From an optimization exercise on the open Yosys and OpenROAD flow, aimed at small area, a short achievable clock period and few clock cycles per item; shortcuts taken in it are not production practice. The RTL was checked by simulation tests, not by an equivalence proof against the original design.

**flow/run.sh**
```bash
#!/bin/bash
# The standard layout, with timing repair aiming well below the design's
# clock period (the SDC is unchanged; only the repair margin is raised).
set -euo pipefail
MARGIN=$(cat flow/margin.txt)
bash standard.sh SETUP_SLACK_MARGIN=$MARGIN finish > standard_finish.log 2>&1
```
**flow/margin.txt**
```
6.7
```
**standard.sh**
```bash
#!/bin/bash
# synth_recipe.tcl (not shown) runs the flow's synth.tcl, then flattens the netlist and writes it again
# the make line also repeats each setting of config.mk as NAME=value (left out here)
make -C /OpenROAD-flow-scripts/flow DESIGN_CONFIG=/design/flow/config.mk WORK_HOME=/design/flow/orfs CLKGATE_MAP_FILE= SYNTH_SCRIPT=/design/flow/synth_recipe.tcl "${@:-finish}"
```
**config.mk**
```make
export PLATFORM = sky130hd
export DESIGN_NAME = sparse_dot_top
export DESIGN_NICKNAME = sparse_dot_top
export VERILOG_FILES = /design/flow/design.v
export SDC_FILE = /design/flow/constraint.sdc
export NUM_CORES = 4
export LEC_CHECK = 0
export ABC_CLOCK_PERIOD_IN_PS = 3000
export CAP_MARGIN = 20
export CORE_MARGIN = 2
export CORE_UTILIZATION = 50
export SLEW_MARGIN = 20
```
**constraint.sdc**
```tcl
create_clock -name core_clock -period 10.0 [get_ports {clk}]
set_input_delay 2.0000 -clock core_clock [delete_from_list [all_inputs] [get_ports {clk}]]
set_output_delay 2.0000 -clock core_clock [all_outputs]
set_load 0.01 [all_outputs]
```
**design.v**
```verilog
`default_nettype none
package sparse_pkg;
    localparam int WORD_W  = 16;               
    localparam int INDEX_W = 6;                
    localparam int ADDR_W  = 2 + INDEX_W;      
    localparam int ACC_W   = 2 * WORD_W + 1;   
    localparam int LANES   = 2;                
    localparam int MAX_DIM = 8;                
    localparam int DIM_W   = 4;                
    typedef enum logic [1:0] {
        BANK_A0,
        BANK_A1,
        BANK_B0,
        BANK_B1
    } bank_e;
    typedef logic [LANES-1:0]  lane_mask_t;
    typedef logic [WORD_W-1:0] word_t;
    typedef logic [ACC_W-1:0]  acc_t;
    typedef enum logic [1:0] {
        WALK_IDLE,
        WALK_ISSUE,    
        WALK_WAIT,     
        WALK_DONE
    } walk_state_e;
    typedef enum logic [1:0] {
        FETCH_IDLE,
        FETCH_READ_A,
        FETCH_READ_B,
        FETCH_CLOSE    
    } fetch_state_e;
endpackage
`default_nettype wire
`timescale 1ns/100ps
`default_nettype none
module pair_walker (
    input  logic        clk,
    input  logic        rst,
    input  logic        start,
    input  logic [3:0]  num_rows,
    input  logic [3:0]  num_cols,
    input  logic [15:0] bitmap_a,
    input  logic [15:0] bitmap_b,
    input  logic [15:0] bma_r,       
    input  logic [15:0] bmb_r,
    output logic        issue,       
    output logic        issue_last,  
    output logic [1:0]  pair_mask,   
    output logic [2:0]  row,
    output logic [2:0]  col,
    output logic [2:0]  ka0,
    output logic [2:0]  ka1,
    output logic [2:0]  kb0,
    output logic [2:0]  kb1
);
    logic       run;
    logic       empty;
    logic       last_col;
    logic       last_row;
    logic [1:0] a_bits;
    logic [1:0] b_bits;
    assign empty    = (num_rows == 4'd0) || (num_cols == 4'd0);
    assign issue    = run || (start && !empty);
    assign last_col = ({1'b0, col} == num_cols - 4'd1);
    assign last_row = ({1'b0, row} == num_rows - 4'd1);
    assign issue_last = last_col && last_row;
    assign a_bits = run ? bma_r[{row, 1'b0} +: 2] : bitmap_a[1:0];
    assign b_bits = run ? bmb_r[{col, 1'b0} +: 2] : bitmap_b[1:0];
    assign pair_mask = a_bits & b_bits;
    always_ff @(posedge clk or negedge rst) begin
        if (!rst) begin
            run <= 1'b0;
            row <= '0;
            col <= '0;
            ka0 <= '0;
            ka1 <= '0;
            kb0 <= '0;
            kb1 <= '0;
        end else if (issue) begin
            if (last_col) begin
                col <= '0;
                kb0 <= '0;
                kb1 <= '0;
                if (last_row) begin
                    run <= 1'b0;
                    row <= '0;
                    ka0 <= '0;
                    ka1 <= '0;
                end else begin
                    run <= 1'b1;
                    row <= row + 3'd1;
                    ka0 <= ka0 + {2'b0, a_bits[0]};
                    ka1 <= ka1 + {2'b0, a_bits[1]};
                end
            end else begin
                run <= 1'b1;
                col <= col + 3'd1;
                kb0 <= kb0 + {2'b0, b_bits[0]};
                kb1 <= kb1 + {2'b0, b_bits[1]};
            end
        end
    end
endmodule
`default_nettype wire
`timescale 1ns/100ps
`default_nettype none
module operand_fetch (
    input  logic              clk,
    input  logic              rst,
    input  logic              issue,
    input  logic              issue_last,
    input  logic [1:0]        pair_mask,
    input  logic [2:0]        row,
    input  logic [2:0]        col,
    input  sparse_pkg::word_t a0_val,
    input  sparse_pkg::word_t a1_val,
    input  sparse_pkg::word_t b0_val,
    input  sparse_pkg::word_t b1_val,
    output logic              op_valid,
    output logic              op_last,
    output logic [2:0]        op_row,
    output logic [2:0]        op_col,
    output sparse_pkg::word_t op_a0,
    output sparse_pkg::word_t op_a1,
    output logic [7:0]        op_on0,
    output logic [7:0]        op_tw0,
    output logic [7:0]        op_ng0,
    output logic              op_r80,
    output logic [7:0]        op_on1,
    output logic [7:0]        op_tw1,
    output logic [7:0]        op_ng1,
    output logic              op_r81
);
    logic [7:0] on0, tw0, ng0, on1, tw1, ng1;
    logic       r80, r81;
    booth_enc i_enc0 (.b(b0_val), .m(pair_mask[0]), .on(on0), .tw(tw0), .ng(ng0), .r8(r80));
    booth_enc i_enc1 (.b(b1_val), .m(pair_mask[1]), .on(on1), .tw(tw1), .ng(ng1), .r8(r81));
    always_ff @(posedge clk or negedge rst) begin
        if (!rst) begin
            op_valid <= 1'b0;
        end else begin
            op_valid <= issue;
        end
    end
    always_ff @(posedge clk) begin
        op_last <= issue_last;
        op_row  <= row;
        op_col  <= col;
        op_a0   <= a0_val;
        op_a1   <= a1_val;
        op_on0  <= on0;
        op_tw0  <= tw0;
        op_ng0  <= ng0;
        op_r80  <= r80;
        op_on1  <= on1;
        op_tw1  <= tw1;
        op_ng1  <= ng1;
        op_r81  <= r81;
    end
endmodule
`default_nettype wire
`timescale 1ns/100ps
`default_nettype none
module value_store (
    input  logic                           clk,
    input  logic                           load_en,
    input  sparse_pkg::bank_e              load_bank,
    input  logic [sparse_pkg::INDEX_W-1:0] load_index,
    input  sparse_pkg::word_t              load_data,
    input  logic [2:0]                     a0_idx,
    input  logic [2:0]                     a1_idx,
    input  logic [2:0]                     b0_idx,
    input  logic [2:0]                     b1_idx,
    output sparse_pkg::word_t              a0_val,
    output sparse_pkg::word_t              a1_val,
    output sparse_pkg::word_t              b0_val,
    output sparse_pkg::word_t              b1_val
);
    sparse_pkg::word_t mem [4][8];
    always_ff @(posedge clk) begin
        for (int b = 0; b < 4; b++) begin
            for (int i = 0; i < 8; i++) begin
                if (load_en && load_bank == b && load_index == i) begin
                    mem[b][i] <= load_data;
                end
            end
        end
    end
    assign a0_val = mem[0][a0_idx];
    assign a1_val = mem[1][a1_idx];
    assign b0_val = mem[2][b0_idx];
    assign b1_val = mem[3][b1_idx];
endmodule
`default_nettype wire
`default_nettype none
module booth_enc (
    input  wire [15:0] b,
    input  wire        m,
    output wire [7:0]  on,
    output wire [7:0]  tw,
    output wire [7:0]  ng,
    output wire        r8
);
    wire [17:0] bx = {1'b0, b, 1'b0};
    genvar gj;
    for (gj = 0; gj < 8; gj++) begin : g_enc
        assign on[gj] = m & (bx[2*gj+1] ^ bx[2*gj]);
        assign tw[gj] = m & ((bx[2*gj+2] & ~bx[2*gj+1] & ~bx[2*gj]) | (~bx[2*gj+2] & bx[2*gj+1] & bx[2*gj]));
        assign ng[gj] = m & bx[2*gj+2];
    end
    assign r8 = m & b[15];
endmodule
module mul_cs (
    input  wire [15:0] a,
    input  wire [7:0]  on,
    input  wire [7:0]  tw,
    input  wire [7:0]  ng,
    input  wire        r8,
    output wire [32:0] s,
    output wire [32:0] c
);
    wire [17:0] ax = {1'b0, a, 1'b0};
    genvar gj;
    wire [16:0] pp0;
    for (gj = 0; gj < 17; gj++) begin : g_pp0
        assign pp0[gj] = ((on[0] & ax[gj+1]) | (tw[0] & ax[gj])) ^ ng[0];
    end
    wire [16:0] pp1;
    for (gj = 0; gj < 17; gj++) begin : g_pp1
        assign pp1[gj] = ((on[1] & ax[gj+1]) | (tw[1] & ax[gj])) ^ ng[1];
    end
    wire [16:0] pp2;
    for (gj = 0; gj < 17; gj++) begin : g_pp2
        assign pp2[gj] = ((on[2] & ax[gj+1]) | (tw[2] & ax[gj])) ^ ng[2];
    end
    wire [16:0] pp3;
    for (gj = 0; gj < 17; gj++) begin : g_pp3
        assign pp3[gj] = ((on[3] & ax[gj+1]) | (tw[3] & ax[gj])) ^ ng[3];
    end
    wire [16:0] pp4;
    for (gj = 0; gj < 17; gj++) begin : g_pp4
        assign pp4[gj] = ((on[4] & ax[gj+1]) | (tw[4] & ax[gj])) ^ ng[4];
    end
    wire [16:0] pp5;
    for (gj = 0; gj < 17; gj++) begin : g_pp5
        assign pp5[gj] = ((on[5] & ax[gj+1]) | (tw[5] & ax[gj])) ^ ng[5];
    end
    wire [16:0] pp6;
    for (gj = 0; gj < 17; gj++) begin : g_pp6
        assign pp6[gj] = ((on[6] & ax[gj+1]) | (tw[6] & ax[gj])) ^ ng[6];
    end
    wire [16:0] pp7;
    for (gj = 0; gj < 17; gj++) begin : g_pp7
        assign pp7[gj] = ((on[7] & ax[gj+1]) | (tw[7] & ax[gj])) ^ ng[7];
    end
    wire [15:0] pp8 = a & {16{r8}};
    wire t1;
    wire t2;
    wire t3;
    wire t4;
    wire t5;
    wire t6;
    wire t7;
    wire t8;
    wire t9;
    wire t10;
    wire t11;
    wire t12;
    wire t13;
    wire t14;
    wire t15;
    wire t16;
    wire t17;
    wire t18;
    wire t19;
    wire t20;
    wire t21;
    wire t22;
    wire t23;
    wire t24;
    wire t25;
    wire t26;
    wire t27;
    wire t28;
    wire t29;
    wire t30;
    wire t31;
    wire t32;
    wire t33;
    wire t34;
    wire t35;
    wire t36;
    wire t37;
    wire t38;
    wire t39;
    wire t40;
    wire t41;
    wire t42;
    wire t43;
    wire t44;
    wire t45;
    wire t46;
    wire t47;
    wire t48;
    wire t49;
    wire t50;
    wire t51;
    wire t52;
    wire t53;
    wire t54;
    wire t55;
    wire t56;
    wire t57;
    wire t58;
    wire t59;
    wire t60;
    wire t61;
    wire t62;
    wire t63;
    wire t64;
    wire t65;
    wire t66;
    wire t67;
    wire t68;
    wire t69;
    wire t70;
    wire t71;
    wire t72;
    wire t73;
    wire t74;
    wire t75;
    wire t76;
    wire t77;
    wire t78;
    wire t79;
    wire t80;
    wire t81;
    wire t82;
    wire t83;
    wire t84;
    wire t85;
    wire t86;
    wire t87;
    wire t88;
    wire t89;
    wire t90;
    wire t91;
    wire t92;
    wire t93;
    wire t94;
    wire t95;
    wire t96;
    wire t97;
    wire t98;
    wire t99;
    wire t100;
    wire t101;
    wire t102;
    wire t103;
    wire t104;
    wire t105;
    wire t106;
    wire t107;
    wire t108;
    wire t109;
    wire t110;
    wire t111;
    wire t112;
    wire t113;
    wire t114;
    wire t115;
    wire t116;
    wire t117;
    wire t118;
    wire t119;
    wire t120;
    wire t121;
    wire t122;
    wire t123;
    wire t124;
    wire t125;
    wire t126;
    wire t127;
    wire t128;
    wire t129;
    wire t130;
    wire t131;
    wire t132;
    wire t133;
    wire t134;
    wire t135;
    wire t136;
    wire t137;
    wire t138;
    wire t139;
    wire t140;
    wire t141;
    wire t142;
    wire t143;
    wire t144;
    wire t145;
    wire t146;
    wire t147;
    wire t148;
    wire t149;
    wire t150;
    wire t151;
    wire t152;
    wire t153;
    wire t154;
    wire t155;
    wire t156;
    wire t157;
    wire t158;
    wire t159;
    wire t160;
    wire t161;
    wire t162;
    wire t163;
    wire t164;
    wire t165;
    wire t166;
    wire t167;
    wire t168;
    wire t169;
    wire t170;
    wire t171;
    wire t172;
    wire t173;
    wire t174;
    wire t175;
    wire t176;
    wire t177;
    wire t178;
    wire t179;
    wire t180;
    wire t181;
    wire t182;
    wire t183;
    wire t184;
    wire t185;
    wire t186;
    wire t187;
    wire t188;
    wire t189;
    wire t190;
    wire t191;
    wire t192;
    wire t193;
    wire t194;
    wire t195;
    wire t196;
    wire t197;
    wire t198;
    wire t199;
    wire t200;
    wire t201;
    wire t202;
    wire t203;
    wire t204;
    wire t205;
    wire t206;
    wire t207;
    wire t208;
    wire t209;
    wire t210;
    wire t211;
    wire t212;
    wire t213;
    wire t214;
    wire t215;
    wire t216;
    wire t217;
    wire t218;
    wire t219;
    wire t220;
    wire t221;
    wire t222;
    wire t223;
    wire t224;
    wire t225;
    wire t226;
    wire t227;
    wire t228;
    wire t229;
    wire t230;
    wire t231;
    wire t232;
    wire t233;
    wire t234;
    wire t235;
    wire t236;
    wire t237;
    wire t238;
    wire t239;
    wire t240;
    wire t241;
    wire t242;
    wire t243;
    wire t244;
    wire t245;
    wire t246;
    wire t247;
    wire t248;
    wire t249;
    wire t250;
    wire t251;
    wire t252;
    wire t253;
    wire t254;
    wire t255;
    wire t256;
    wire t257;
    wire t258;
    wire t259;
    wire t260;
    wire t261;
    wire t262;
    wire t263;
    wire t264;
    assign t1 = pp0[10] ^ pp1[8];
    assign t2 = pp0[10] & pp1[8];
    assign t3 = pp0[11] ^ pp1[9];
    assign t4 = pp0[11] & pp1[9];
    assign t5 = pp0[12] ^ pp1[10] ^ pp2[8];
    assign t6 = (pp0[12] & pp1[10]) | (pp0[12] & pp2[8]) | (pp1[10] & pp2[8]);
    assign t7 = pp3[6] ^ pp4[4];
    assign t8 = pp3[6] & pp4[4];
    assign t9 = pp0[13] ^ pp1[11] ^ pp2[9];
    assign t10 = (pp0[13] & pp1[11]) | (pp0[13] & pp2[9]) | (pp1[11] & pp2[9]);
    assign t11 = pp3[7] ^ pp4[5];
    assign t12 = pp3[7] & pp4[5];
    assign t13 = pp0[14] ^ pp1[12] ^ pp2[10];
    assign t14 = (pp0[14] & pp1[12]) | (pp0[14] & pp2[10]) | (pp1[12] & pp2[10]);
    assign t15 = pp3[8] ^ pp4[6] ^ pp5[4];
    assign t16 = (pp3[8] & pp4[6]) | (pp3[8] & pp5[4]) | (pp4[6] & pp5[4]);
    assign t17 = pp6[2] ^ pp7[0];
    assign t18 = pp6[2] & pp7[0];
    assign t19 = pp0[15] ^ pp1[13] ^ pp2[11];
    assign t20 = (pp0[15] & pp1[13]) | (pp0[15] & pp2[11]) | (pp1[13] & pp2[11]);
    assign t21 = pp3[9] ^ pp4[7] ^ pp5[5];
    assign t22 = (pp3[9] & pp4[7]) | (pp3[9] & pp5[5]) | (pp4[7] & pp5[5]);
    assign t23 = pp6[3] ^ pp7[1];
    assign t24 = pp6[3] & pp7[1];
    assign t25 = pp0[16] ^ pp1[14] ^ pp2[12];
    assign t26 = (pp0[16] & pp1[14]) | (pp0[16] & pp2[12]) | (pp1[14] & pp2[12]);
    assign t27 = pp3[10] ^ pp4[8] ^ pp5[6];
    assign t28 = (pp3[10] & pp4[8]) | (pp3[10] & pp5[6]) | (pp4[8] & pp5[6]);
    assign t29 = pp6[4] ^ pp7[2] ^ pp8[0];
    assign t30 = (pp6[4] & pp7[2]) | (pp6[4] & pp8[0]) | (pp7[2] & pp8[0]);
    assign t31 = ng[0] ^ pp1[15] ^ pp2[13];
    assign t32 = (ng[0] & pp1[15]) | (ng[0] & pp2[13]) | (pp1[15] & pp2[13]);
    assign t33 = pp3[11] ^ pp4[9] ^ pp5[7];
    assign t34 = (pp3[11] & pp4[9]) | (pp3[11] & pp5[7]) | (pp4[9] & pp5[7]);
    assign t35 = pp6[5] ^ pp7[3] ^ pp8[1];
    assign t36 = (pp6[5] & pp7[3]) | (pp6[5] & pp8[1]) | (pp7[3] & pp8[1]);
    assign t37 = ng[0] ^ pp1[16] ^ pp2[14];
    assign t38 = (ng[0] & pp1[16]) | (ng[0] & pp2[14]) | (pp1[16] & pp2[14]);
    assign t39 = pp3[12] ^ pp4[10] ^ pp5[8];
    assign t40 = (pp3[12] & pp4[10]) | (pp3[12] & pp5[8]) | (pp4[10] & pp5[8]);
    assign t41 = pp6[6] ^ pp7[4] ^ pp8[2];
    assign t42 = (pp6[6] & pp7[4]) | (pp6[6] & pp8[2]) | (pp7[4] & pp8[2]);
    assign t43 = ~ng[0] ^ ~ng[1] ^ pp2[15];
    assign t44 = (~ng[0] & ~ng[1]) | (~ng[0] & pp2[15]) | (~ng[1] & pp2[15]);
    assign t45 = pp3[13] ^ pp4[11] ^ pp5[9];
    assign t46 = (pp3[13] & pp4[11]) | (pp3[13] & pp5[9]) | (pp4[11] & pp5[9]);
    assign t47 = pp6[7] ^ pp7[5] ^ pp8[3];
    assign t48 = (pp6[7] & pp7[5]) | (pp6[7] & pp8[3]) | (pp7[5] & pp8[3]);
    assign t49 = 1'b1 ^ pp2[16] ^ pp3[14];
    assign t50 = (1'b1 & pp2[16]) | (1'b1 & pp3[14]) | (pp2[16] & pp3[14]);
    assign t51 = pp4[12] ^ pp5[10] ^ pp6[8];
    assign t52 = (pp4[12] & pp5[10]) | (pp4[12] & pp6[8]) | (pp5[10] & pp6[8]);
    assign t53 = pp7[6] ^ pp8[4];
    assign t54 = pp7[6] & pp8[4];
    assign t55 = ~ng[2] ^ pp3[15] ^ pp4[13];
    assign t56 = (~ng[2] & pp3[15]) | (~ng[2] & pp4[13]) | (pp3[15] & pp4[13]);
    assign t57 = pp5[11] ^ pp6[9] ^ pp7[7];
    assign t58 = (pp5[11] & pp6[9]) | (pp5[11] & pp7[7]) | (pp6[9] & pp7[7]);
    assign t59 = 1'b1 ^ pp3[16] ^ pp4[14];
    assign t60 = (1'b1 & pp3[16]) | (1'b1 & pp4[14]) | (pp3[16] & pp4[14]);
    assign t61 = pp5[12] ^ pp6[10];
    assign t62 = pp5[12] & pp6[10];
    assign t63 = ~ng[3] ^ pp4[15] ^ pp5[13];
    assign t64 = (~ng[3] & pp4[15]) | (~ng[3] & pp5[13]) | (pp4[15] & pp5[13]);
    assign t65 = 1'b1 ^ pp4[16];
    assign t66 = 1'b1 & pp4[16];
    assign t67 = pp0[6] ^ pp1[4];
    assign t68 = pp0[6] & pp1[4];
    assign t69 = pp0[7] ^ pp1[5];
    assign t70 = pp0[7] & pp1[5];
    assign t71 = pp0[8] ^ pp1[6] ^ pp2[4];
    assign t72 = (pp0[8] & pp1[6]) | (pp0[8] & pp2[4]) | (pp1[6] & pp2[4]);
    assign t73 = pp3[2] ^ pp4[0];
    assign t74 = pp3[2] & pp4[0];
    assign t75 = pp0[9] ^ pp1[7] ^ pp2[5];
    assign t76 = (pp0[9] & pp1[7]) | (pp0[9] & pp2[5]) | (pp1[7] & pp2[5]);
    assign t77 = pp3[3] ^ pp4[1];
    assign t78 = pp3[3] & pp4[1];
    assign t79 = t1 ^ pp2[6] ^ pp3[4];
    assign t80 = (t1 & pp2[6]) | (t1 & pp3[4]) | (pp2[6] & pp3[4]);
    assign t81 = pp4[2] ^ pp5[0] ^ ng[5];
    assign t82 = (pp4[2] & pp5[0]) | (pp4[2] & ng[5]) | (pp5[0] & ng[5]);
    assign t83 = t2 ^ t3 ^ pp2[7];
    assign t84 = (t2 & t3) | (t2 & pp2[7]) | (t3 & pp2[7]);
    assign t85 = pp3[5] ^ pp4[3] ^ pp5[1];
    assign t86 = (pp3[5] & pp4[3]) | (pp3[5] & pp5[1]) | (pp4[3] & pp5[1]);
    assign t87 = t4 ^ t5 ^ t7;
    assign t88 = (t4 & t5) | (t4 & t7) | (t5 & t7);
    assign t89 = pp5[2] ^ pp6[0] ^ ng[6];
    assign t90 = (pp5[2] & pp6[0]) | (pp5[2] & ng[6]) | (pp6[0] & ng[6]);
    assign t91 = t6 ^ t8 ^ t9;
    assign t92 = (t6 & t8) | (t6 & t9) | (t8 & t9);
    assign t93 = t11 ^ pp5[3] ^ pp6[1];
    assign t94 = (t11 & pp5[3]) | (t11 & pp6[1]) | (pp5[3] & pp6[1]);
    assign t95 = t10 ^ t12 ^ t13;
    assign t96 = (t10 & t12) | (t10 & t13) | (t12 & t13);
    assign t97 = t15 ^ t17 ^ ng[7];
    assign t98 = (t15 & t17) | (t15 & ng[7]) | (t17 & ng[7]);
    assign t99 = t14 ^ t16 ^ t18;
    assign t100 = (t14 & t16) | (t14 & t18) | (t16 & t18);
    assign t101 = t19 ^ t21 ^ t23;
    assign t102 = (t19 & t21) | (t19 & t23) | (t21 & t23);
    assign t103 = t20 ^ t22 ^ t24;
    assign t104 = (t20 & t22) | (t20 & t24) | (t22 & t24);
    assign t105 = t25 ^ t27 ^ t29;
    assign t106 = (t25 & t27) | (t25 & t29) | (t27 & t29);
    assign t107 = t26 ^ t28 ^ t30;
    assign t108 = (t26 & t28) | (t26 & t30) | (t28 & t30);
    assign t109 = t31 ^ t33 ^ t35;
    assign t110 = (t31 & t33) | (t31 & t35) | (t33 & t35);
    assign t111 = t32 ^ t34 ^ t36;
    assign t112 = (t32 & t34) | (t32 & t36) | (t34 & t36);
    assign t113 = t37 ^ t39 ^ t41;
    assign t114 = (t37 & t39) | (t37 & t41) | (t39 & t41);
    assign t115 = t38 ^ t40 ^ t42;
    assign t116 = (t38 & t40) | (t38 & t42) | (t40 & t42);
    assign t117 = t43 ^ t45 ^ t47;
    assign t118 = (t43 & t45) | (t43 & t47) | (t45 & t47);
    assign t119 = t44 ^ t46 ^ t48;
    assign t120 = (t44 & t46) | (t44 & t48) | (t46 & t48);
    assign t121 = t49 ^ t51 ^ t53;
    assign t122 = (t49 & t51) | (t49 & t53) | (t51 & t53);
    assign t123 = t50 ^ t52 ^ t54;
    assign t124 = (t50 & t52) | (t50 & t54) | (t52 & t54);
    assign t125 = t55 ^ t57 ^ pp8[5];
    assign t126 = (t55 & t57) | (t55 & pp8[5]) | (t57 & pp8[5]);
    assign t127 = t56 ^ t58 ^ t59;
    assign t128 = (t56 & t58) | (t56 & t59) | (t58 & t59);
    assign t129 = t61 ^ pp7[8] ^ pp8[6];
    assign t130 = (t61 & pp7[8]) | (t61 & pp8[6]) | (pp7[8] & pp8[6]);
    assign t131 = t60 ^ t62 ^ t63;
    assign t132 = (t60 & t62) | (t60 & t63) | (t62 & t63);
    assign t133 = pp6[11] ^ pp7[9] ^ pp8[7];
    assign t134 = (pp6[11] & pp7[9]) | (pp6[11] & pp8[7]) | (pp7[9] & pp8[7]);
    assign t135 = t64 ^ t65 ^ pp5[14];
    assign t136 = (t64 & t65) | (t64 & pp5[14]) | (t65 & pp5[14]);
    assign t137 = pp6[12] ^ pp7[10] ^ pp8[8];
    assign t138 = (pp6[12] & pp7[10]) | (pp6[12] & pp8[8]) | (pp7[10] & pp8[8]);
    assign t139 = t66 ^ ~ng[4] ^ pp5[15];
    assign t140 = (t66 & ~ng[4]) | (t66 & pp5[15]) | (~ng[4] & pp5[15]);
    assign t141 = pp6[13] ^ pp7[11] ^ pp8[9];
    assign t142 = (pp6[13] & pp7[11]) | (pp6[13] & pp8[9]) | (pp7[11] & pp8[9]);
    assign t143 = 1'b1 ^ pp5[16] ^ pp6[14];
    assign t144 = (1'b1 & pp5[16]) | (1'b1 & pp6[14]) | (pp5[16] & pp6[14]);
    assign t145 = pp7[12] ^ pp8[10];
    assign t146 = pp7[12] & pp8[10];
    assign t147 = ~ng[5] ^ pp6[15] ^ pp7[13];
    assign t148 = (~ng[5] & pp6[15]) | (~ng[5] & pp7[13]) | (pp6[15] & pp7[13]);
    assign t149 = 1'b1 ^ pp6[16];
    assign t150 = 1'b1 & pp6[16];
    assign t151 = pp0[4] ^ pp1[2];
    assign t152 = pp0[4] & pp1[2];
    assign t153 = pp0[5] ^ pp1[3];
    assign t154 = pp0[5] & pp1[3];
    assign t155 = t67 ^ pp2[2] ^ pp3[0];
    assign t156 = (t67 & pp2[2]) | (t67 & pp3[0]) | (pp2[2] & pp3[0]);
    assign t157 = t68 ^ t69 ^ pp2[3];
    assign t158 = (t68 & t69) | (t68 & pp2[3]) | (t69 & pp2[3]);
    assign t159 = t70 ^ t71 ^ t73;
    assign t160 = (t70 & t71) | (t70 & t73) | (t71 & t73);
    assign t161 = t72 ^ t74 ^ t75;
    assign t162 = (t72 & t74) | (t72 & t75) | (t74 & t75);
    assign t163 = t76 ^ t78 ^ t79;
    assign t164 = (t76 & t78) | (t76 & t79) | (t78 & t79);
    assign t165 = t80 ^ t82 ^ t83;
    assign t166 = (t80 & t82) | (t80 & t83) | (t82 & t83);
    assign t167 = t84 ^ t86 ^ t87;
    assign t168 = (t84 & t86) | (t84 & t87) | (t86 & t87);
    assign t169 = t88 ^ t90 ^ t91;
    assign t170 = (t88 & t90) | (t88 & t91) | (t90 & t91);
    assign t171 = t92 ^ t94 ^ t95;
    assign t172 = (t92 & t94) | (t92 & t95) | (t94 & t95);
    assign t173 = t96 ^ t98 ^ t99;
    assign t174 = (t96 & t98) | (t96 & t99) | (t98 & t99);
    assign t175 = t100 ^ t102 ^ t103;
    assign t176 = (t100 & t102) | (t100 & t103) | (t102 & t103);
    assign t177 = t104 ^ t106 ^ t107;
    assign t178 = (t104 & t106) | (t104 & t107) | (t106 & t107);
    assign t179 = t108 ^ t110 ^ t111;
    assign t180 = (t108 & t110) | (t108 & t111) | (t110 & t111);
    assign t181 = t112 ^ t114 ^ t115;
    assign t182 = (t112 & t114) | (t112 & t115) | (t114 & t115);
    assign t183 = t116 ^ t118 ^ t119;
    assign t184 = (t116 & t118) | (t116 & t119) | (t118 & t119);
    assign t185 = t120 ^ t122 ^ t123;
    assign t186 = (t120 & t122) | (t120 & t123) | (t122 & t123);
    assign t187 = t124 ^ t126 ^ t127;
    assign t188 = (t124 & t126) | (t124 & t127) | (t126 & t127);
    assign t189 = t128 ^ t130 ^ t131;
    assign t190 = (t128 & t130) | (t128 & t131) | (t130 & t131);
    assign t191 = t132 ^ t134 ^ t135;
    assign t192 = (t132 & t134) | (t132 & t135) | (t134 & t135);
    assign t193 = t136 ^ t138 ^ t139;
    assign t194 = (t136 & t138) | (t136 & t139) | (t138 & t139);
    assign t195 = t140 ^ t142 ^ t143;
    assign t196 = (t140 & t142) | (t140 & t143) | (t142 & t143);
    assign t197 = t144 ^ t146 ^ t147;
    assign t198 = (t144 & t146) | (t144 & t147) | (t146 & t147);
    assign t199 = t148 ^ t149 ^ pp7[14];
    assign t200 = (t148 & t149) | (t148 & pp7[14]) | (t149 & pp7[14]);
    assign t201 = t150 ^ ~ng[6] ^ pp7[15];
    assign t202 = (t150 & ~ng[6]) | (t150 & pp7[15]) | (~ng[6] & pp7[15]);
    assign t203 = 1'b1 ^ pp7[16];
    assign t204 = 1'b1 & pp7[16];
    assign t205 = pp0[2] ^ pp1[0];
    assign t206 = pp0[2] & pp1[0];
    assign t207 = pp0[3] ^ pp1[1];
    assign t208 = pp0[3] & pp1[1];
    assign t209 = t151 ^ pp2[0] ^ ng[2];
    assign t210 = (t151 & pp2[0]) | (t151 & ng[2]) | (pp2[0] & ng[2]);
    assign t211 = t152 ^ t153 ^ pp2[1];
    assign t212 = (t152 & t153) | (t152 & pp2[1]) | (t153 & pp2[1]);
    assign t213 = t154 ^ t155 ^ ng[3];
    assign t214 = (t154 & t155) | (t154 & ng[3]) | (t155 & ng[3]);
    assign t215 = t156 ^ t157 ^ pp3[1];
    assign t216 = (t156 & t157) | (t156 & pp3[1]) | (t157 & pp3[1]);
    assign t217 = t158 ^ t159 ^ ng[4];
    assign t218 = (t158 & t159) | (t158 & ng[4]) | (t159 & ng[4]);
    assign t219 = t160 ^ t161 ^ t77;
    assign t220 = (t160 & t161) | (t160 & t77) | (t161 & t77);
    assign t221 = t162 ^ t163 ^ t81;
    assign t222 = (t162 & t163) | (t162 & t81) | (t163 & t81);
    assign t223 = t164 ^ t165 ^ t85;
    assign t224 = (t164 & t165) | (t164 & t85) | (t165 & t85);
    assign t225 = t166 ^ t167 ^ t89;
    assign t226 = (t166 & t167) | (t166 & t89) | (t167 & t89);
    assign t227 = t168 ^ t169 ^ t93;
    assign t228 = (t168 & t169) | (t168 & t93) | (t169 & t93);
    assign t229 = t170 ^ t171 ^ t97;
    assign t230 = (t170 & t171) | (t170 & t97) | (t171 & t97);
    assign t231 = t172 ^ t173 ^ t101;
    assign t232 = (t172 & t173) | (t172 & t101) | (t173 & t101);
    assign t233 = t174 ^ t175 ^ t105;
    assign t234 = (t174 & t175) | (t174 & t105) | (t175 & t105);
    assign t235 = t176 ^ t177 ^ t109;
    assign t236 = (t176 & t177) | (t176 & t109) | (t177 & t109);
    assign t237 = t178 ^ t179 ^ t113;
    assign t238 = (t178 & t179) | (t178 & t113) | (t179 & t113);
    assign t239 = t180 ^ t181 ^ t117;
    assign t240 = (t180 & t181) | (t180 & t117) | (t181 & t117);
    assign t241 = t182 ^ t183 ^ t121;
    assign t242 = (t182 & t183) | (t182 & t121) | (t183 & t121);
    assign t243 = t184 ^ t185 ^ t125;
    assign t244 = (t184 & t185) | (t184 & t125) | (t185 & t125);
    assign t245 = t186 ^ t187 ^ t129;
    assign t246 = (t186 & t187) | (t186 & t129) | (t187 & t129);
    assign t247 = t188 ^ t189 ^ t133;
    assign t248 = (t188 & t189) | (t188 & t133) | (t189 & t133);
    assign t249 = t190 ^ t191 ^ t137;
    assign t250 = (t190 & t191) | (t190 & t137) | (t191 & t137);
    assign t251 = t192 ^ t193 ^ t141;
    assign t252 = (t192 & t193) | (t192 & t141) | (t193 & t141);
    assign t253 = t194 ^ t195 ^ t145;
    assign t254 = (t194 & t195) | (t194 & t145) | (t195 & t145);
    assign t255 = t196 ^ t197 ^ pp8[11];
    assign t256 = (t196 & t197) | (t196 & pp8[11]) | (t197 & pp8[11]);
    assign t257 = t198 ^ t199 ^ pp8[12];
    assign t258 = (t198 & t199) | (t198 & pp8[12]) | (t199 & pp8[12]);
    assign t259 = t200 ^ t201 ^ pp8[13];
    assign t260 = (t200 & t201) | (t200 & pp8[13]) | (t201 & pp8[13]);
    assign t261 = t202 ^ t203 ^ pp8[14];
    assign t262 = (t202 & t203) | (t202 & pp8[14]) | (t203 & pp8[14]);
    assign t263 = t204 ^ ~ng[7] ^ pp8[15];
    assign t264 = (t204 & ~ng[7]) | (t204 & pp8[15]) | (~ng[7] & pp8[15]);
    assign s = {t264, t262, t260, t258, t256, t254, t252, t250, t248, t246, t244, t242, t240, t238, t236, t234, t232, t230, t228, t226, t224, t222, t220, t218, t216, t214, t212, t210, t208, t206, t205, pp0[1], pp0[0]};
    assign c = {1'b1, t263, t261, t259, t257, t255, t253, t251, t249, t247, t245, t243, t241, t239, t237, t235, t233, t231, t229, t227, t225, t223, t221, t219, t217, t215, t213, t211, t209, t207, ng[1], 1'b0, ng[0]};
endmodule
module add4 (
    input  wire [32:0] x0,
    input  wire [32:0] x1,
    input  wire [32:0] x2,
    input  wire [32:0] x3,
    output wire [32:0] y
);
    wire u1;
    wire u2;
    wire u3;
    wire u4;
    wire u5;
    wire u6;
    wire u7;
    wire u8;
    wire u9;
    wire u10;
    wire u11;
    wire u12;
    wire u13;
    wire u14;
    wire u15;
    wire u16;
    wire u17;
    wire u18;
    wire u19;
    wire u20;
    wire u21;
    wire u22;
    wire u23;
    wire u24;
    wire u25;
    wire u26;
    wire u27;
    wire u28;
    wire u29;
    wire u30;
    wire u31;
    wire u32;
    wire u33;
    wire u34;
    wire u35;
    wire u36;
    wire u37;
    wire u38;
    wire u39;
    wire u40;
    wire u41;
    wire u42;
    wire u43;
    wire u44;
    wire u45;
    wire u46;
    wire u47;
    wire u48;
    wire u49;
    wire u50;
    wire u51;
    wire u52;
    wire u53;
    wire u54;
    wire u55;
    wire u56;
    wire u57;
    wire u58;
    wire u59;
    wire u60;
    wire u61;
    wire u62;
    wire u63;
    wire u64;
    wire u65;
    wire u66;
    wire u67;
    wire u68;
    wire u69;
    wire u70;
    wire u71;
    wire u72;
    wire u73;
    wire u74;
    wire u75;
    wire u76;
    wire u77;
    wire u78;
    wire u79;
    wire u80;
    wire u81;
    wire u82;
    wire u83;
    wire u84;
    wire u85;
    wire u86;
    wire u87;
    wire u88;
    wire u89;
    wire u90;
    wire u91;
    wire u92;
    wire u93;
    wire u94;
    wire u95;
    wire u96;
    wire u97;
    wire u98;
    wire u99;
    wire u100;
    wire u101;
    wire u102;
    wire u103;
    wire u104;
    wire u105;
    wire u106;
    wire u107;
    wire u108;
    wire u109;
    wire u110;
    wire u111;
    wire u112;
    wire u113;
    wire u114;
    wire u115;
    wire u116;
    wire u117;
    wire u118;
    wire u119;
    wire u120;
    wire u121;
    wire u122;
    wire u123;
    wire u124;
    wire u125;
    wire u126;
    wire u127;
    wire u128;
    wire u129;
    wire u130;
    wire u131;
    wire u132;
    assign u1 = x0[0] ^ x1[0];
    assign u2 = x0[0] & x1[0];
    assign u3 = x0[1] ^ x1[1] ^ x2[1];
    assign u4 = (x0[1] & x1[1]) | (x0[1] & x2[1]) | (x1[1] & x2[1]);
    assign u5 = x0[2] ^ x1[2] ^ x2[2];
    assign u6 = (x0[2] & x1[2]) | (x0[2] & x2[2]) | (x1[2] & x2[2]);
    assign u7 = x0[3] ^ x1[3] ^ x2[3];
    assign u8 = (x0[3] & x1[3]) | (x0[3] & x2[3]) | (x1[3] & x2[3]);
    assign u9 = x0[4] ^ x1[4] ^ x2[4];
    assign u10 = (x0[4] & x1[4]) | (x0[4] & x2[4]) | (x1[4] & x2[4]);
    assign u11 = x0[5] ^ x1[5] ^ x2[5];
    assign u12 = (x0[5] & x1[5]) | (x0[5] & x2[5]) | (x1[5] & x2[5]);
    assign u13 = x0[6] ^ x1[6] ^ x2[6];
    assign u14 = (x0[6] & x1[6]) | (x0[6] & x2[6]) | (x1[6] & x2[6]);
    assign u15 = x0[7] ^ x1[7] ^ x2[7];
    assign u16 = (x0[7] & x1[7]) | (x0[7] & x2[7]) | (x1[7] & x2[7]);
    assign u17 = x0[8] ^ x1[8] ^ x2[8];
    assign u18 = (x0[8] & x1[8]) | (x0[8] & x2[8]) | (x1[8] & x2[8]);
    assign u19 = x0[9] ^ x1[9] ^ x2[9];
    assign u20 = (x0[9] & x1[9]) | (x0[9] & x2[9]) | (x1[9] & x2[9]);
    assign u21 = x0[10] ^ x1[10] ^ x2[10];
    assign u22 = (x0[10] & x1[10]) | (x0[10] & x2[10]) | (x1[10] & x2[10]);
    assign u23 = x0[11] ^ x1[11] ^ x2[11];
    assign u24 = (x0[11] & x1[11]) | (x0[11] & x2[11]) | (x1[11] & x2[11]);
    assign u25 = x0[12] ^ x1[12] ^ x2[12];
    assign u26 = (x0[12] & x1[12]) | (x0[12] & x2[12]) | (x1[12] & x2[12]);
    assign u27 = x0[13] ^ x1[13] ^ x2[13];
    assign u28 = (x0[13] & x1[13]) | (x0[13] & x2[13]) | (x1[13] & x2[13]);
    assign u29 = x0[14] ^ x1[14] ^ x2[14];
    assign u30 = (x0[14] & x1[14]) | (x0[14] & x2[14]) | (x1[14] & x2[14]);
    assign u31 = x0[15] ^ x1[15] ^ x2[15];
    assign u32 = (x0[15] & x1[15]) | (x0[15] & x2[15]) | (x1[15] & x2[15]);
    assign u33 = x0[16] ^ x1[16] ^ x2[16];
    assign u34 = (x0[16] & x1[16]) | (x0[16] & x2[16]) | (x1[16] & x2[16]);
    assign u35 = x0[17] ^ x1[17] ^ x2[17];
    assign u36 = (x0[17] & x1[17]) | (x0[17] & x2[17]) | (x1[17] & x2[17]);
    assign u37 = x0[18] ^ x1[18] ^ x2[18];
    assign u38 = (x0[18] & x1[18]) | (x0[18] & x2[18]) | (x1[18] & x2[18]);
    assign u39 = x0[19] ^ x1[19] ^ x2[19];
    assign u40 = (x0[19] & x1[19]) | (x0[19] & x2[19]) | (x1[19] & x2[19]);
    assign u41 = x0[20] ^ x1[20] ^ x2[20];
    assign u42 = (x0[20] & x1[20]) | (x0[20] & x2[20]) | (x1[20] & x2[20]);
    assign u43 = x0[21] ^ x1[21] ^ x2[21];
    assign u44 = (x0[21] & x1[21]) | (x0[21] & x2[21]) | (x1[21] & x2[21]);
    assign u45 = x0[22] ^ x1[22] ^ x2[22];
    assign u46 = (x0[22] & x1[22]) | (x0[22] & x2[22]) | (x1[22] & x2[22]);
    assign u47 = x0[23] ^ x1[23] ^ x2[23];
    assign u48 = (x0[23] & x1[23]) | (x0[23] & x2[23]) | (x1[23] & x2[23]);
    assign u49 = x0[24] ^ x1[24] ^ x2[24];
    assign u50 = (x0[24] & x1[24]) | (x0[24] & x2[24]) | (x1[24] & x2[24]);
    assign u51 = x0[25] ^ x1[25] ^ x2[25];
    assign u52 = (x0[25] & x1[25]) | (x0[25] & x2[25]) | (x1[25] & x2[25]);
    assign u53 = x0[26] ^ x1[26] ^ x2[26];
    assign u54 = (x0[26] & x1[26]) | (x0[26] & x2[26]) | (x1[26] & x2[26]);
    assign u55 = x0[27] ^ x1[27] ^ x2[27];
    assign u56 = (x0[27] & x1[27]) | (x0[27] & x2[27]) | (x1[27] & x2[27]);
    assign u57 = x0[28] ^ x1[28] ^ x2[28];
    assign u58 = (x0[28] & x1[28]) | (x0[28] & x2[28]) | (x1[28] & x2[28]);
    assign u59 = x0[29] ^ x1[29] ^ x2[29];
    assign u60 = (x0[29] & x1[29]) | (x0[29] & x2[29]) | (x1[29] & x2[29]);
    assign u61 = x0[30] ^ x1[30] ^ x2[30];
    assign u62 = (x0[30] & x1[30]) | (x0[30] & x2[30]) | (x1[30] & x2[30]);
    assign u63 = x0[31] ^ x1[31] ^ x2[31];
    assign u64 = (x0[31] & x1[31]) | (x0[31] & x2[31]) | (x1[31] & x2[31]);
    assign u65 = x0[32] ^ x1[32] ^ x2[32];
    assign u66 = (x0[32] & x1[32]) | (x0[32] & x2[32]) | (x1[32] & x2[32]);
    assign u67 = u1 ^ x2[0];
    assign u68 = u1 & x2[0];
    assign u69 = u2 ^ u3 ^ x3[1];
    assign u70 = (u2 & u3) | (u2 & x3[1]) | (u3 & x3[1]);
    assign u71 = u4 ^ u5 ^ x3[2];
    assign u72 = (u4 & u5) | (u4 & x3[2]) | (u5 & x3[2]);
    assign u73 = u6 ^ u7 ^ x3[3];
    assign u74 = (u6 & u7) | (u6 & x3[3]) | (u7 & x3[3]);
    assign u75 = u8 ^ u9 ^ x3[4];
    assign u76 = (u8 & u9) | (u8 & x3[4]) | (u9 & x3[4]);
    assign u77 = u10 ^ u11 ^ x3[5];
    assign u78 = (u10 & u11) | (u10 & x3[5]) | (u11 & x3[5]);
    assign u79 = u12 ^ u13 ^ x3[6];
    assign u80 = (u12 & u13) | (u12 & x3[6]) | (u13 & x3[6]);
    assign u81 = u14 ^ u15 ^ x3[7];
    assign u82 = (u14 & u15) | (u14 & x3[7]) | (u15 & x3[7]);
    assign u83 = u16 ^ u17 ^ x3[8];
    assign u84 = (u16 & u17) | (u16 & x3[8]) | (u17 & x3[8]);
    assign u85 = u18 ^ u19 ^ x3[9];
    assign u86 = (u18 & u19) | (u18 & x3[9]) | (u19 & x3[9]);
    assign u87 = u20 ^ u21 ^ x3[10];
    assign u88 = (u20 & u21) | (u20 & x3[10]) | (u21 & x3[10]);
    assign u89 = u22 ^ u23 ^ x3[11];
    assign u90 = (u22 & u23) | (u22 & x3[11]) | (u23 & x3[11]);
    assign u91 = u24 ^ u25 ^ x3[12];
    assign u92 = (u24 & u25) | (u24 & x3[12]) | (u25 & x3[12]);
    assign u93 = u26 ^ u27 ^ x3[13];
    assign u94 = (u26 & u27) | (u26 & x3[13]) | (u27 & x3[13]);
    assign u95 = u28 ^ u29 ^ x3[14];
    assign u96 = (u28 & u29) | (u28 & x3[14]) | (u29 & x3[14]);
    assign u97 = u30 ^ u31 ^ x3[15];
    assign u98 = (u30 & u31) | (u30 & x3[15]) | (u31 & x3[15]);
    assign u99 = u32 ^ u33 ^ x3[16];
    assign u100 = (u32 & u33) | (u32 & x3[16]) | (u33 & x3[16]);
    assign u101 = u34 ^ u35 ^ x3[17];
    assign u102 = (u34 & u35) | (u34 & x3[17]) | (u35 & x3[17]);
    assign u103 = u36 ^ u37 ^ x3[18];
    assign u104 = (u36 & u37) | (u36 & x3[18]) | (u37 & x3[18]);
    assign u105 = u38 ^ u39 ^ x3[19];
    assign u106 = (u38 & u39) | (u38 & x3[19]) | (u39 & x3[19]);
    assign u107 = u40 ^ u41 ^ x3[20];
    assign u108 = (u40 & u41) | (u40 & x3[20]) | (u41 & x3[20]);
    assign u109 = u42 ^ u43 ^ x3[21];
    assign u110 = (u42 & u43) | (u42 & x3[21]) | (u43 & x3[21]);
    assign u111 = u44 ^ u45 ^ x3[22];
    assign u112 = (u44 & u45) | (u44 & x3[22]) | (u45 & x3[22]);
    assign u113 = u46 ^ u47 ^ x3[23];
    assign u114 = (u46 & u47) | (u46 & x3[23]) | (u47 & x3[23]);
    assign u115 = u48 ^ u49 ^ x3[24];
    assign u116 = (u48 & u49) | (u48 & x3[24]) | (u49 & x3[24]);
    assign u117 = u50 ^ u51 ^ x3[25];
    assign u118 = (u50 & u51) | (u50 & x3[25]) | (u51 & x3[25]);
    assign u119 = u52 ^ u53 ^ x3[26];
    assign u120 = (u52 & u53) | (u52 & x3[26]) | (u53 & x3[26]);
    assign u121 = u54 ^ u55 ^ x3[27];
    assign u122 = (u54 & u55) | (u54 & x3[27]) | (u55 & x3[27]);
    assign u123 = u56 ^ u57 ^ x3[28];
    assign u124 = (u56 & u57) | (u56 & x3[28]) | (u57 & x3[28]);
    assign u125 = u58 ^ u59 ^ x3[29];
    assign u126 = (u58 & u59) | (u58 & x3[29]) | (u59 & x3[29]);
    assign u127 = u60 ^ u61 ^ x3[30];
    assign u128 = (u60 & u61) | (u60 & x3[30]) | (u61 & x3[30]);
    assign u129 = u62 ^ u63 ^ x3[31];
    assign u130 = (u62 & u63) | (u62 & x3[31]) | (u63 & x3[31]);
    assign u131 = u64 ^ u65 ^ x3[32];
    assign u132 = (u64 & u65) | (u64 & x3[32]) | (u65 & x3[32]);
    wire [32:0] r0 = {u130, u128, u126, u124, u122, u120, u118, u116, u114, u112, u110, u108, u106, u104, u102, u100, u98, u96, u94, u92, u90, u88, u86, u84, u82, u80, u78, u76, u74, u72, u70, u68, u67};
    wire [32:0] r1 = {u131, u129, u127, u125, u123, u121, u119, u117, u115, u113, u111, u109, u107, u105, u103, u101, u99, u97, u95, u93, u91, u89, u87, u85, u83, u81, u79, u77, u75, u73, u71, u69, x3[0]};
    assign y = r0 + r1;
endmodule
`default_nettype wire
`timescale 1ns/100ps
`default_nettype none
module sparse_dot_top #(
    parameter int MAX_ROWS = sparse_pkg::MAX_DIM,
    parameter int MAX_COLS = sparse_pkg::MAX_DIM
) (
    input  logic                                  clk,
    input  logic                                  rst,
    input  logic                                  load_en,
    input  sparse_pkg::bank_e                     load_bank,
    input  logic [sparse_pkg::INDEX_W-1:0]        load_index,
    input  sparse_pkg::word_t                     load_data,
    input  logic                                  start,
    input  logic [sparse_pkg::DIM_W-1:0]          num_rows,
    input  logic [sparse_pkg::DIM_W-1:0]          num_cols,
    input  logic [sparse_pkg::LANES*MAX_ROWS-1:0] bitmap_a,
    input  logic [sparse_pkg::LANES*MAX_COLS-1:0] bitmap_b,
    output logic                                  busy,
    output logic                                  done,
    output logic                                  result_valid,
    output logic [sparse_pkg::DIM_W-1:0]          result_row,
    output logic [sparse_pkg::DIM_W-1:0]          result_col,
    output sparse_pkg::acc_t                      result_value
);
    logic [15:0] bma_r;
    logic [15:0] bmb_r;
    always_ff @(posedge clk) begin
        bma_r <= bitmap_a;
        bmb_r <= bitmap_b;
    end
    logic              issue;
    logic              issue_last;
    logic [1:0]        pair_mask;
    logic [2:0]        row;
    logic [2:0]        col;
    logic [2:0]        ka0;
    logic [2:0]        ka1;
    logic [2:0]        kb0;
    logic [2:0]        kb1;
    sparse_pkg::word_t a0_val;
    sparse_pkg::word_t a1_val;
    sparse_pkg::word_t b0_val;
    sparse_pkg::word_t b1_val;
    pair_walker i_pair_walker (
        .clk        (clk),
        .rst        (rst),
        .start      (start),
        .num_rows   (num_rows),
        .num_cols   (num_cols),
        .bitmap_a   (bitmap_a),
        .bitmap_b   (bitmap_b),
        .bma_r      (bma_r),
        .bmb_r      (bmb_r),
        .issue      (issue),
        .issue_last (issue_last),
        .pair_mask  (pair_mask),
        .row        (row),
        .col        (col),
        .ka0        (ka0),
        .ka1        (ka1),
        .kb0        (kb0),
        .kb1        (kb1)
    );
    value_store i_value_store (
        .clk        (clk),
        .load_en    (load_en),
        .load_bank  (load_bank),
        .load_index (load_index),
        .load_data  (load_data),
        .a0_idx     (ka0),
        .a1_idx     (ka1),
        .b0_idx     (kb0),
        .b1_idx     (kb1),
        .a0_val     (a0_val),
        .a1_val     (a1_val),
        .b0_val     (b0_val),
        .b1_val     (b1_val)
    );
    logic              op_valid;
    logic              op_last;
    logic [2:0]        op_row;
    logic [2:0]        op_col;
    sparse_pkg::word_t op_a0;
    sparse_pkg::word_t op_a1;
    logic [7:0]        op_on0, op_tw0, op_ng0;
    logic [7:0]        op_on1, op_tw1, op_ng1;
    logic              op_r80, op_r81;
    operand_fetch i_operand_fetch (
        .clk        (clk),
        .rst        (rst),
        .issue      (issue),
        .issue_last (issue_last),
        .pair_mask  (pair_mask),
        .row        (row),
        .col        (col),
        .a0_val     (a0_val),
        .a1_val     (a1_val),
        .b0_val     (b0_val),
        .b1_val     (b1_val),
        .op_valid   (op_valid),
        .op_last    (op_last),
        .op_row     (op_row),
        .op_col     (op_col),
        .op_a0      (op_a0),
        .op_a1      (op_a1),
        .op_on0     (op_on0),
        .op_tw0     (op_tw0),
        .op_ng0     (op_ng0),
        .op_r80     (op_r80),
        .op_on1     (op_on1),
        .op_tw1     (op_tw1),
        .op_ng1     (op_ng1),
        .op_r81     (op_r81)
    );
    logic [32:0] p0_s;
    logic [32:0] p0_c;
    logic [32:0] p1_s;
    logic [32:0] p1_c;
    mul_cs i_mul0 (.a(op_a0), .on(op_on0), .tw(op_tw0), .ng(op_ng0), .r8(op_r80), .s(p0_s), .c(p0_c));
    mul_cs i_mul1 (.a(op_a1), .on(op_on1), .tw(op_tw1), .ng(op_ng1), .r8(op_r81), .s(p1_s), .c(p1_c));
    logic        cs_valid;
    logic        cs_last;
    logic [2:0]  cs_row;
    logic [2:0]  cs_col;
    logic [32:0] cs_p0_s;
    logic [32:0] cs_p0_c;
    logic [32:0] cs_p1_s;
    logic [32:0] cs_p1_c;
    always_ff @(posedge clk or negedge rst) begin
        if (!rst) begin
            cs_valid <= 1'b0;
        end else begin
            cs_valid <= op_valid;
        end
    end
    always_ff @(posedge clk) begin
        cs_last <= op_last;
        cs_row  <= op_row;
        cs_col  <= op_col;
        cs_p0_s <= p0_s;
        cs_p0_c <= p0_c;
        cs_p1_s <= p1_s;
        cs_p1_c <= p1_c;
    end
    logic [32:0] sum;
    add4 i_add4 (
        .x0 (cs_p0_s),
        .x1 (cs_p0_c),
        .x2 (cs_p1_s),
        .x3 (cs_p1_c),
        .y  (sum)
    );
    logic empty_start;
    assign empty_start = start && ((num_rows == 4'd0) || (num_cols == 4'd0));
    always_ff @(posedge clk or negedge rst) begin
        if (!rst) begin
            result_valid <= 1'b0;
            done         <= 1'b0;
            busy         <= 1'b0;
        end else begin
            result_valid <= cs_valid;
            done         <= (cs_valid && cs_last) || empty_start;
            busy         <= start || (busy && !done);
        end
    end
    always_ff @(posedge clk) begin
        result_row   <= {1'b0, cs_row};
        result_col   <= {1'b0, cs_col};
        result_value <= sum;
    end
endmodule
`default_nettype wire
```
==> reports/qor.txt, run 1 <==
Detailed Place HPWL - 71.8 mm
Number of max-cap violations - 0
Vias per cell - 5.77
First-pass GRT wire length - 165 mm
H-Tree Depth - 3
Layout cell share with drive strength beyond 1 - 16.0%
Worst-Margin Slew - 0.960 ns
Post-route ant nets - 0
RSZ-0062 raised after global routing - yes
Final hold vios - 0
Count of cell types in the netlist - 75
CTS buffer count - 87
Synth Area in Compound Gates - 9.73%
Adder-cell share of the synthesized area - 15.5%
Min-delay src - cs_row[2]
Fmax - 0.287 GHz
Final period utilization - 34.8%
WL/cell - 24.3 um
Post-synthesis xor/xnor area fraction - 6.86%
DR iter-0 viols - 2410
Status - timing/DRC/antenna clean
Post-Synth Simple-Gate Area - 4.93%
Residual DRC count - 0
Core Rows - 105
Asr flop ratio synth - 2.90%
Worst min path class - flip-flop to flip-flop
PortBufs - 109
Vias in the first global route - 26700
Tot GR Track Use - 25.6%
Die area - 0.0856 sq mm
Total negative slack - 0 ns
Worst-path maximum fanout - 4
Mapped Cells - 3246
CP peak stage delay - 0.56 ns
CP endpoint kind - flip-flop
Number of I/O pins - 112
Worst hold margin - 0.325 ns
Congestion Overflow GR - 0
Post-synth EDFFs - 512
Ranking of synthesized cells by area - edfxtp_1 (37%), dfxtp_1 (14%), fa_1 (13%)
Largest family of logic cells by synthesized area - adder cells
Clock latency on the worst-skew pair - 0.66 ns
Final Critical Period - 3.48 ns
Clock slew at reported path FFs - 0.06 ns
Max-slew headroom - 36.0%
Die Y - 293 um
CP Cell Sequence - fa_1 -> inv_2 -> fa_1 -> inv_2 -> ha_4 -> a21o_1 -> a31o_4 -> o2111ai_4 -> a31oi_4 -> o311a_1 -> o21ai_2 -> o21ai_2 -> xor2_1
Die Wd - 293 um
Arr. time, crit path - 4.01 ns
Synth area leader - edfxtp_1
Synth Register Bits - 829
Area of the multi-input gates - 0.0185 sq mm
Nets - 3751
Filler Cell Count - 6476
GP Congestion - 0.928
Root buffer cell - clkbuf_16
Prevailing post-synth register cell - edfxtp_1
# setup viols final - 0
Critical Path Start - cs_p0_s[4]
Critical path class - flip-flop to flip-flop
Skew final - 0.0400 ns
Initial antenna violation count - 8
CTS Sinks - 829
WP data required - 10.52 ns
P&R area growth vs syn - 16.1%
TritonCTS clock tree - done
Final core utilization - 58.8%
Mux cell area share after synthesis - 5.51%
Pre-Repair DR Iteration Count - 6
Via count - 25800
Pins over their slew limit - 0
Syn. warnings - 5
FF+latch area - 0.0220 sq mm
Yosys top cell area share - 36.9%
Mapped cell area - 0.0416 sq mm
CP max-delay cell - fa_1
Crit path launch type - flip-flop
Avg Inst Size Synth - 12.8 sq um
Hold-fix buffers, CTS - 0
Starting Density - 50.6%
WL final - 109 mm
CTS Buffer Depth - 3
Worst r2r src - cs_p0_s[4]
Seq/Total Area, Yosys - 52.5%
Core area - 0.0822 sq mm
Largest net degree at the start of global routing - 52
-- kinds of logic after synthesis --
family / count (synthesis)
DFF: 829
AOI/OAI and AO/OA: 575
buffers and inverters: 535
and+or+nand+nor: 464
adders and majority gates: 357
xor gates and xnor gates: 326
muxes: 159
other: 1
-- flip-flops by register name (all words and copies together) (netlist names), 8 cells and up --
register                count
cs_p0_c                    31
i_operand_fetch.op_on1      8
i_operand_fetch.op_tw1      8
i_operand_fetch.op_a0      16
i_operand_fetch.op_a1      16
cs_p0_s                    33
bma_r                      16
i_operand_fetch.op_ng1      8
i_operand_fetch.op_on0      8
cs_p1_c                    31
i_value_store.mem         512
i_operand_fetch.op_tw0      8
result_value               33
bmb_r                      16
i_operand_fetch.op_ng0      8
cs_p1_s                    33
-- worst max-delay path: cells and delay by family (launching register included) --
family | cells | cell delay [ns]
AO/OA/AOI/OAI | 7 | 1.50
buffers and inverters | 2 | 0.11
XOR/XNOR | 1 | 0.14
adder cells (fa/ha/maj) | 3 | 1.28
flip-flops | 1 | 0.32
-- Yosys cell counts (9+ instances only) --
library cell,count
nor3_1,10
mux2i_1,75
edfxtp_1,512
o21ai_0,67
a22oi_1,260
mux2_2,31
buf_1,28
fa_1,267
inv_1,291
a211oi_1,13
and2_1,23
and3_1,9
nor2b_1,14
mux4_2,53
o22ai_1,10
dfrtp_1,24
a21oi_1,88
a221oi_1,35
xnor2_1,244
nor2_1,185
buf_2,19
dfxtp_1,293
a22o_1,15
nand2_1,151
xor2_1,82
nand3b_1,14
clkbuf_1,186
nand3_1,29
ha_1,90
a21o_1,17
-- layout by cell type, fill, tap and decap left out, drive strengths merged, types with 7 or more instances in the layout --
cell / n
a22oi: 260
buf: 128
bufinv: 10
a211oi: 13
nor3: 11
a31oi: 9
nand3: 29
nand3b: 14
clkinv: 30
o21ai: 71
mux2: 31
and3: 9
nand2: 151
mux2i: 75
nor2b: 14
a221oi: 36
a21oi: 88
ha: 90
fa: 267
mux4: 53
a22o: 15
nor2: 185
a21o: 17
edfxtp: 512
xor2: 82
o22ai: 10
dfrtp: 24
dlygate4sd2: 40
xnor2: 244
o21a: 8
clkinvlp: 7
clkdlybuf4s50: 55
inv: 297
dfxtp: 293
and2: 23
clkbuf: 117
-- path summary, 6_finish.rpt --
| kind | endpoint | slack [ns] | cells after the start |
|---|---|---|---|
| hold / removal | result_row[2] | 0.33 | 0 |
| min in group asynchronous | i_pair_walker.col[0] | 1.35 | 1 |
| max in group asynchronous | i_pair_walker.ka0[0] | 8.24 | 1 |
| hold reg to reg | result_row[2] | 0.33 | 0 |
| setup reg to reg | result_value[29] | 6.52 | 13 |
| setup / recovery | result_value[29] | 6.52 | 13 |
-- cell type report --
class                      instances  share of cell area (%)
inverter                         297                    2.32
tap                             1070                    2.77
clock inverter                    47                    1.21
clock buffer                     117                    5.01
timing repair buffer             228                    4.86
multi-input combinational       1883                    38.2
sequential                       829                    45.6
antenna                            1                 0.00518
-- repair_timing --
action,CTS,global route
setup buffers,55,30
pin swaps,59,22
gates resized for setup,172,75
setup endpoints to repair,656,198
-- stage by stage --
step                worst slack, ns  area (sq um)  instances
finish                         6.52         48300       4472
global route                   6.41         48300       4471
CTS                            6.56         47800       4441
detailed placement             5.28         43700       4222
global placement               5.31         43700       4222
floorplan                      6.56         42000       3247
-- per-layer routing --
metal / vias to the layer above / track usage [%] / wire [um]
met5: - / 0 / 8
met4: 2 / 10.0 / 4290
met3: 224 / 3.82 / 7100
met2: 1023 / 42.2 / 52000
met1: 13100 / 34.4 / 45100
li1: 11500 / - / -
Testbench counts, summed over its fixed seeds: cycles 10,520, items 9,944.
==> run 2: changes to the inputs <==
--- a/design.v
+++ b/design.v
@@ -41,6 +41,4 @@
     input  logic [15:0] bitmap_a,
     input  logic [15:0] bitmap_b,
-    input  logic [15:0] bma_r,       
-    input  logic [15:0] bmb_r,
     output logic        issue,       
     output logic        issue_last,  
@@ -64,6 +62,6 @@
     assign last_row = ({1'b0, row} == num_rows - 4'd1);
     assign issue_last = last_col && last_row;
-    assign a_bits = run ? bma_r[{row, 1'b0} +: 2] : bitmap_a[1:0];
-    assign b_bits = run ? bmb_r[{col, 1'b0} +: 2] : bitmap_b[1:0];
+    assign a_bits = bitmap_a[{row, 1'b0} +: 2];
+    assign b_bits = bitmap_b[{col, 1'b0} +: 2];
     assign pair_mask = a_bits & b_bits;
     always_ff @(posedge clk or negedge rst) begin
@@ -1085,10 +1083,4 @@
     output sparse_pkg::acc_t                      result_value
 );
-    logic [15:0] bma_r;
-    logic [15:0] bmb_r;
-    always_ff @(posedge clk) begin
-        bma_r <= bitmap_a;
-        bmb_r <= bitmap_b;
-    end
     logic              issue;
     logic              issue_last;
@@ -1112,6 +1104,4 @@
         .bitmap_a   (bitmap_a),
         .bitmap_b   (bitmap_b),
-        .bma_r      (bma_r),
-        .bmb_r      (bmb_r),
         .issue      (issue),
         .issue_last (issue_last),
==> flow/run.sh (replaced) <==
#!/bin/bash
# The standard layout, with timing repair aiming below the design's clock
# period (the SDC is unchanged; only the repair margin is raised). Extra make
# variables, one per line, come from flow/args.txt.
set -euo pipefail
mapfile -t ARGS < flow/args.txt
bash standard.sh "${ARGS[@]}" finish > standard_finish.log 2>&1
==> flow/args.txt (new file) <==
SETUP_SLACK_MARGIN=6.6
--- a/config.mk
+++ b/config.mk
@@ -9,4 +9,4 @@
 export CAP_MARGIN = 20
 export CORE_MARGIN = 2
-export CORE_UTILIZATION = 50
+export CORE_UTILIZATION = 60
 export SLEW_MARGIN = 20
removed: flow/margin.txt
==> reports/qor.txt, run 2 <==
Total negative slack - 0 ns (unchanged)
Number of max-cap violations - 0 (unchanged)
Mapped Cells - 3225 (-0.65%)
Core Rows - 95 (-9.5%)
Worst-path maximum fanout - 6 (+2)
Asr flop ratio synth - 3.01% (+0.12 points)
Worst min path class - flip-flop to flip-flop
Syn. warnings - 5 (unchanged)
Post-route ant nets - 0 (unchanged)
WL/cell - 25.2 um (+4.0%)
Skew final - 0.0424 ns (+0.00243 ns)
Die Wd - 266 um (-9.2%)
Largest register FFs - 512 (unchanged)
CP endpoint kind - flip-flop
Pins over their slew limit - 0 (unchanged)
Filler Cell Count - 4801 (-26%)
Prevailing post-synth register cell - edfxtp_1
Die area - 0.0705 sq mm (-18%)
Post-synth EDFFs - 512 (unchanged)
Most frequent cells in the layout - edfxtp_1 (512), inv_1 (271), fa_1 (267)
Layout cell share with drive strength beyond 1 - 14.2% (-1.8 points)
Clock latency on the worst-skew pair - 0.66 ns (about the same)
Vias in the first global route - 26400 (-1.1%)
Max-slew headroom - 26.7% (-9.3 points)
Commonest non-fill, non-tap cell in the layout - edfxtp_1
Yosys top cell area share - 37.4% (+0.50 points)
Final non-filler cell total - 4210 (-5.9%)
Fmax - 0.299 GHz (+4.1%)
Worst hold margin - 0.324 ns (-0.000645 ns)
CTS Buffer Depth - 3 (unchanged)
Arr. time, crit path - 3.87 ns (-0.14 ns)
RSZ-0062 raised after global routing - no
Nets - 3694 (-1.5%)
Root buffer cell - clkbuf_16
Pre-Repair DR Iteration Count - 6 (unchanged)
Area of the multi-input gates - 0.0185 sq mm (-0.16%)
Most common cell in the netlist - edfxtp_1
Synth Register Bits - 797 (-3.9%)
Final Critical Period - 3.35 ns (-0.139 ns)
Largest register by flop count - i_value_store.mem
Largest net degree at the start of global routing - 49 (-5.8%)
Detailed Place HPWL - 70.5 mm (-1.8%)
Die Y - 266 um (-9.2%)
Mapped cell area - 0.0411 sq mm (-1.3%)
P&R area growth vs syn - 13.9%
WP data required - 10.53 ns (about the same)
Final hold vios - 0 (unchanged)
GP Congestion - 0.879 (-5.3%)
Commonest cells in the netlist - edfxtp_1 (512), inv_1 (271), fa_1 (267)
DR iter-0 viols - 2587 (+7.3%)
Number of I/O pins - 112 (unchanged)
Crit path launch type - flip-flop
Critical path class - flip-flop to flip-flop
Worst-Margin Slew - 1.09 ns (+0.128 ns)
Status - timing/DRC/antenna clean
First-pass GRT wire length - 161 mm (-2.3%)
Final period utilization - 33.5% (-1.4 points)
TritonCTS clock tree - done
PortBufs - 109 (unchanged)
Core area - 0.0675 sq mm (-18%)
H-Tree Depth - 3 (unchanged)
Avg Inst Size Synth - 12.7 sq um (-0.70%)
Ranking of synthesized cells by area - edfxtp_1 (37%), fa_1 (13%), dfxtp_1 (13%)
Vias per cell - 6.17 (+6.9%)
Residual DRC count - 0 (unchanged)
Starting Density - 60.8% (+10 points)
Placed cells - 4004 (-5.2%)
CTS buffer count - 83 (-4.6%)
Tot GR Track Use - 30.6% (+5.0 points)
Clock slew at reported path FFs - 0.06 ns (about the same)
Count of cell types in the netlist - 76 (+1.3%)
CTS Sinks - 797 (-3.9%)
WL final - 106 mm (-2.1%)
Synth area leader - edfxtp_1
Initial antenna violation count - 1 (-7)
Seq/Total Area, Yosys - 51.6% (-0.85 points)
Congestion Overflow GR - 0 (unchanged)
Via count - 26000 (+0.63%)
FF+latch area - 0.0213 sq mm (-3.2%)
Hold-fix buffers, CTS - 0 (unchanged)
# setup viols final - 0 (unchanged)
-- run 2: kinds of logic after synthesis --
family	share of synthesized area, %
adder cells (fa/ha/maj)	15.8
flip-flops	51.6
AO/OA/AOI/OAI	10.3
AND/OR/NAND/NOR	5.27
buffers and inverters	4.87
XOR/XNOR	6.97
other	0.00913
multiplexers	5.22
-- run 2: final cells by class --
class	instances	share of cell area, %
timing repair buffer	191	4.35
antenna	3	0.0160
multi-input combinational	1917	39.4
tap	873	2.33
clock buffer	107	4.81
sequential	797	45.6
clock inverter	43	1.24
inverter	279	2.24
-- run 2: worst max-delay path: stages (launching register included) --
cell and delay, ns:
dfxtp_1 0.40, fa_1 0.46, fa_1 0.46, ha_1 0.38
nand2_1 0.13, nand2_1 0.12, o41ai_4 0.40, a21o_1 0.26
o21ai_2 0.10, and4_1 0.22, or3_1 0.31
-- run 2: stage by stage --
stage	setup WS [ns]	util, %	area, sq um
floorplan	6.55	-	41400
global placement	5.59	63.4	42800
detailed placement	5.44	63.4	42800
CTS	6.49	68.9	46500
global route	6.57	69.3	46800
finish	6.65	69.3	46800
-- run 2: final timing paths --
check	from	end	depth (start not counted)	slack (ns)
setup / recovery	cs_p1_s[6]	result_value[31]	10	6.65
hold / removal	cs_row[0]	result_row[0]	0	0.32
setup reg to reg	cs_p1_s[6]	result_value[31]	10	6.65
hold reg to reg	cs_row[0]	result_row[0]	0	0.32
max in group asynchronous	rst	i_pair_walker.kb0[0]	1	8.21
min in group asynchronous	rst	busy	1	1.36
-- run 2: metal layers --
layer / up-vias / wire length, um / share of wire, % / GRT usage [%]
met5: - / 13 / 0.012 / 0
met4: 2 / 3550 / 3.3 / 10.3
met3: 201 / 7830 / 7.4 / 4.37
met2: 1196 / 52600 / 49 / 51.2
met1: 13200 / 42300 / 40 / 41.4
li1: 11400 / - / - / -
-- run 2: timing repair --
| item | in CTS | in global routing |
|---|---|---|
| pin swaps | 36 | 18 |
| setup endpoints to repair | 657 | 578 |
| resized for setup | 116 | 64 |
| buffers inserted | 47 | 6 |
Testbench counts of run 2, summed over its fixed seeds: cycles 10,520, items 9,944.

re-timing with driven ports:
No port has a modelled driver above. Below, the same layouts with a new extraction and two added sets of constraints.
Step 1: set_driving_cell puts a clkbuf_16 on clk and a buf_2 on each other input, an assumption about the parent block.
Step 2, shift: input delay + t, output delay - t, t = (earliest + latest rising clock arrival at the registers) / 2. This alone moves slack from input paths to output paths.
Slacks: no drivers / after step 1 / after step 2; pairs: no drivers / after step 1.
| run | t (ns) | slack for setup (ns) | worst setup path after step 2 |
|---|---|---|---|
| run 1 | 0.703 | 6.516 / 6.516 / 6.022 | input to register |
| run 2 | 0.710 | 6.655 / 6.636 / 5.986 | input to register |
After both steps setup and hold are still met in every run listed. The setup slack of run 2, which loses most, moves by -0.019 ns with the drivers and by -0.669 ns with both steps.
